Context: an optimization exercise on an open-source flow, tuned for small area, a short achievable clock period and few clock cycles. The choices shown serve that exercise and are no tape-out recipe. The RTL was checked by simulation tests, not by an equivalence proof against the original design. Power figures rest on the tool's default switching activity, not on a simulated workload.

==> flow/design.v (excerpt) <==
module l2Cache (
  input  logic         clk,
  input  logic         rst,
  input  logic         psel,
  input  logic         penable,
  input  logic         pwrite,
  input  logic [31:0]  paddr,
  input  logic [31:0]  pwdata,
  output logic         pready,
  output logic [31:0]  prdata,
  output logic         pslverr,
  output logic [8:0]   resp,
  output logic         respValid
);
Size: roughly 1800 flip-flops, about 72000 um2 of cells after synthesis.
==> module tagStore, before the edit <==
module tagStore (
  input  logic                                  clk,
  input  logic                                  clr,       
  input  logic [l2CachePkg::IndexBits-1:0]      rdIdx,
  input  logic [l2CachePkg::IndexBits-1:0]      wrIdx,
  input  logic                                  wrEn,
  input  logic [l2CachePkg::NumWays-1:0]        wrLine,    
  input  logic                                  wrOrderEn,
  input  logic [l2CachePkg::TagBits-1:0]        wrTag,
  input  logic [1:0]                            wrState,
  input  logic [l2CachePkg::OrderBits-1:0]      wrOrder,
  output logic [l2CachePkg::NumWays-1:0][l2CachePkg::TagBits-1:0] rdTag,
  output logic [l2CachePkg::NumWays-1:0][1:0]   rdState,
  output logic [l2CachePkg::OrderBits-1:0]      rdOrder
);
  localparam int NumSets = l2CachePkg::NumSets;
  localparam int NumWays = l2CachePkg::NumWays;
  logic [NumSets-1:0][NumWays-1:0][l2CachePkg::TagBits-1:0] tagQ;
  logic [NumSets-1:0][NumWays-1:0][1:0]                     stateQ;
  logic [NumSets-1:0][l2CachePkg::OrderBits-1:0]            orderQ;
  logic [1:0]                       stateD;
  logic [l2CachePkg::OrderBits-1:0] orderD;
  assign stateD = clr ? l2CachePkg::StI : wrState;
  assign orderD = clr ? '0 : wrOrder;
  for (genvar s = 0; s < NumSets; s++) begin : g_set
    logic                              setWr;
    logic [l2CachePkg::OrderBits-1:0]  order;
    assign setWr = wrEn && (wrIdx == s);
    for (genvar w = 0; w < NumWays; w++) begin : g_way
      logic [l2CachePkg::TagBits-1:0] tag;
      logic [1:0]                     state;
      always_ff @(posedge clk) begin
        if (setWr && wrLine[w]) tag <= wrTag;
      end
      always_ff @(posedge clk) begin
        if (clr || (setWr && wrLine[w])) state <= stateD;
      end
      assign tagQ[s][w]   = tag;
      assign stateQ[s][w] = state;
    end
    always_ff @(posedge clk) begin
      if (clr || (setWr && wrOrderEn)) order <= orderD;    
    end
    assign orderQ[s] = order;
  end
  assign rdTag   = tagQ[rdIdx];
  assign rdState = stateQ[rdIdx];
  assign rdOrder = orderQ[rdIdx];
endmodule
==> module l2Cache, before the edit <==
module l2Cache (
  input  logic         clk,
  input  logic         rst,
  input  logic         psel,
  input  logic         penable,
  input  logic         pwrite,
  input  logic [31:0]  paddr,
  input  logic [31:0]  pwdata,
  output logic         pready,
  output logic [31:0]  prdata,
  output logic         pslverr,
  output logic [8:0]   resp,
  output logic         respValid
);
  localparam int NumWays = l2CachePkg::NumWays;
  localparam int TagBits = l2CachePkg::TagBits;
  localparam int OrderBits = l2CachePkg::OrderBits;
  logic [TagBits-1:0] reqTag;
  logic [3:0]         reqIndex;
  assign reqTag   = paddr[31:10];
  assign reqIndex = paddr[9:6];
  logic opL1, opL1Write, opSnoop, opClear;
  apbCmdPort i_apbCmdPort (
    .clk       (clk),
    .rst       (rst),
    .psel      (psel),
    .penable   (penable),
    .pwrite    (pwrite),
    .pwdata    (pwdata),
    .pready    (pready),
    .pslverr   (pslverr),
    .respValid (respValid),
    .opL1      (opL1),
    .opL1Write (opL1Write),
    .opSnoop   (opSnoop),
    .opClear   (opClear)
  );
  logic [NumWays-1:0][TagBits-1:0] rdTag;
  logic [NumWays-1:0][1:0]         rdState;
  logic [OrderBits-1:0]            rdOrder;
  logic [NumWays-1:0]              lkMatch;
  logic [1:0]                      lkVictim;
  wayLookup i_wayLookup (
    .lineTag   (rdTag),
    .lineState (rdState),
    .order     (rdOrder),
    .reqTag    (reqTag),
    .noLookup  (pwdata[4:2] == 3'd7),
    .match     (lkMatch),
    .victimWay (lkVictim)
  );
  mesiPolicy i_mesiPolicy (
    .clk      (clk),
    .lkMatch  (lkMatch),
    .lkState  (rdState),
    .lkVictim (lkVictim),
    .op       (pwdata[4:2]),
    .snoopIn  (pwdata[1:0]),
    .resp     (resp),
    .useLine  (useLine)
  );
  logic [OrderBits-1:0] order;
  logic [3:0]           wrIndex;
  always_ff @(posedge clk) begin
    order   <= rdOrder;
    wrIndex <= reqIndex;
  end
  logic               hit;
  logic [NumWays-1:0] useLine;
  logic [1:0]         newState;
  logic [NumWays-1:0] wrLine;
  logic [OrderBits-1:0] newOrder;
  assign hit      = resp[8];
  assign newState = resp[5:4];
  always_comb begin
    for (int w = 0; w < NumWays; w++) begin
      wrLine[w] = (opL1 || (opSnoop && hit)) && useLine[w];
    end
  end
  assign newOrder[0] = !useLine[0] && (useLine[1] || order[0]);    
  assign newOrder[1] = !useLine[0] && (useLine[2] || order[1]);    
  assign newOrder[2] = !useLine[0] && (useLine[3] || order[2]);    
  assign newOrder[3] = !useLine[1] && (useLine[2] || order[3]);    
  assign newOrder[4] = !useLine[1] && (useLine[3] || order[4]);    
  assign newOrder[5] = !useLine[2] && (useLine[3] || order[5]);    
  tagStore i_tagStore (
    .clk       (clk),
    .clr       (rst || (respValid && opClear)),
    .rdIdx     (reqIndex),
    .wrIdx     (wrIndex),
    .wrEn      (respValid),
    .wrLine    (wrLine),
    .wrOrderEn (opL1),
    .wrTag     (reqTag),
    .wrState   (newState),
    .wrOrder   (newOrder),
    .rdTag     (rdTag),
    .rdState   (rdState),
    .rdOrder   (rdOrder)
  );
  statCounters i_statCounters (
    .clk       (clk),
    .rst       (rst),
    .countEn   (respValid && opL1),
    .isWrite   (opL1Write),
    .hit       (hit),
    .countSel  (paddr[3:2]),
    .countData (prdata)
  );
endmodule
Settings: LEC_CHECK=0, CAP_MARGIN=20, CORE_MARGIN=2, CORE_UTILIZATION=70, CTS_BUF_LIST=sky130_fd_sc_hd__clkbuf_8, CTS_CLUSTER_DIAMETER=100, CTS_CLUSTER_SIZE=14, SETUP_SLACK_MARGIN=3.0, SLEW_MARGIN=20, TNS_END_PERCENT=5; clock period 6.0 ns.
standard.sh (not shown) runs the stock make flow with config.mk's settings and CLKGATE_MAP_FILE= SYNTH_SCRIPT=/design/flow/synth_recipe.tcl, a recipe that flattens the netlist after the stock synthesis.
==> flow/flow/run.sh <==
#!/bin/bash
set -o pipefail
export BUFFER_PORTS_ARGS="-buffer_cell sky130_fd_sc_hd__buf_4"
bash standard.sh > standard.log 2>&1
Testbench counts at the start, summed over its fixed seeds: cycles 24,000.
Rerun with:
--- a/flow/design.v
+++ b/flow/design.v
@@ -16,14 +16,13 @@
 `timescale 1ns/1ps
 `default_nettype none
 module tagStore (
   input  logic                                  clk,
   input  logic                                  clr,       
   input  logic [l2CachePkg::IndexBits-1:0]      rdIdx,
-  input  logic [l2CachePkg::IndexBits-1:0]      wrIdx,
-  input  logic                                  wrEn,
+  input  logic [l2CachePkg::NumSets-1:0]        wrSet,     
   input  logic [l2CachePkg::NumWays-1:0]        wrLine,    
   input  logic                                  wrOrderEn,
   input  logic [l2CachePkg::TagBits-1:0]        wrTag,
   input  logic [1:0]                            wrState,
   input  logic [l2CachePkg::OrderBits-1:0]      wrOrder,
   output logic [l2CachePkg::NumWays-1:0][l2CachePkg::TagBits-1:0] rdTag,
@@ -39,13 +38,13 @@
   logic [l2CachePkg::OrderBits-1:0] orderD;
   assign stateD = clr ? l2CachePkg::StI : wrState;
   assign orderD = clr ? '0 : wrOrder;
   for (genvar s = 0; s < NumSets; s++) begin : g_set
     logic                              setWr;
     logic [l2CachePkg::OrderBits-1:0]  order;
-    assign setWr = wrEn && (wrIdx == s);
+    assign setWr = wrSet[s];
     for (genvar w = 0; w < NumWays; w++) begin : g_way
       logic [l2CachePkg::TagBits-1:0] tag;
       logic [1:0]                     state;
       always_ff @(posedge clk) begin
         if (setWr && wrLine[w]) tag <= wrTag;
       end
@@ -294,17 +293,21 @@
     .lkVictim (lkVictim),
     .op       (pwdata[4:2]),
     .snoopIn  (pwdata[1:0]),
     .resp     (resp),
     .useLine  (useLine)
   );
-  logic [OrderBits-1:0] order;
-  logic [3:0]           wrIndex;
+  logic [OrderBits-1:0]            order;
+  logic [l2CachePkg::NumSets-1:0]  wrSet;    
   always_ff @(posedge clk) begin
-    order   <= rdOrder;
-    wrIndex <= reqIndex;
+    order <= rdOrder;
+  end
+  always_ff @(posedge clk) begin
+    for (int s = 0; s < l2CachePkg::NumSets; s++) begin
+      wrSet[s] <= !rst && psel && !penable && pwrite && (reqIndex == s);
+    end
   end
   logic               hit;
   logic [NumWays-1:0] useLine;
   logic [1:0]         newState;
   logic [NumWays-1:0] wrLine;
   logic [OrderBits-1:0] newOrder;
@@ -322,14 +325,13 @@
   assign newOrder[4] = !useLine[1] && (useLine[3] || order[4]);    
   assign newOrder[5] = !useLine[2] && (useLine[3] || order[5]);    
   tagStore i_tagStore (
     .clk       (clk),
     .clr       (rst || (respValid && opClear)),
     .rdIdx     (reqIndex),
-    .wrIdx     (wrIndex),
-    .wrEn      (respValid),
+    .wrSet     (wrSet),
     .wrLine    (wrLine),
     .wrOrderEn (opL1),
     .wrTag     (reqTag),
     .wrState   (newState),
     .wrOrder   (newOrder),
     .rdTag     (rdTag),
Power is higher by 0.67%.
Setup slack got worse by 0.0063 ns.
Routed wire length is lower by 1.6%.
Via count is lower by about 2.3%.
Clock skew is higher by 0.0079 ns.
Clock-buffer cell count is lower by 3.
Sequential power stays flat.
Synthesized area is about the same.
Testbench counts after the change, summed over its fixed seeds: cycles 24,000.

==> static timing again, ports no longer ideal <==
In the flow no input, the clock included, has a driving cell. The finished layouts below were timed again as built, in two steps.
Step 1 assumes that a clkbuf_16 drives the clock port and a buf_2 every other input.
Step 2 also shifts input and output timing later by t, the mid clock arrival at the registers, as if the neighbouring blocks saw the same clock.
a / b / c = no drivers / after step 1 / after step 2; a / b = the first two.
| run | t, ns | slack for setup (ns) | worst setup path at the end | clock arrival spread, ns | slew at the worst register clock pin (ns) |
|---|---|---|---|---|---|
| the first run | 0.937 | 2.797 / 2.657 / 1.720 | input to register | 0.038 / 0.038 | 0.10 / 0.10 |
| the second run | 0.927 | 2.791 / 2.651 / 1.724 | input to register | 0.041 / 0.041 | 0.10 / 0.10 |
After both steps setup and hold are still met in every run listed. The setup slack of the first run, which loses most, moves by -0.140 ns with the drivers and by -1.077 ns with both steps.
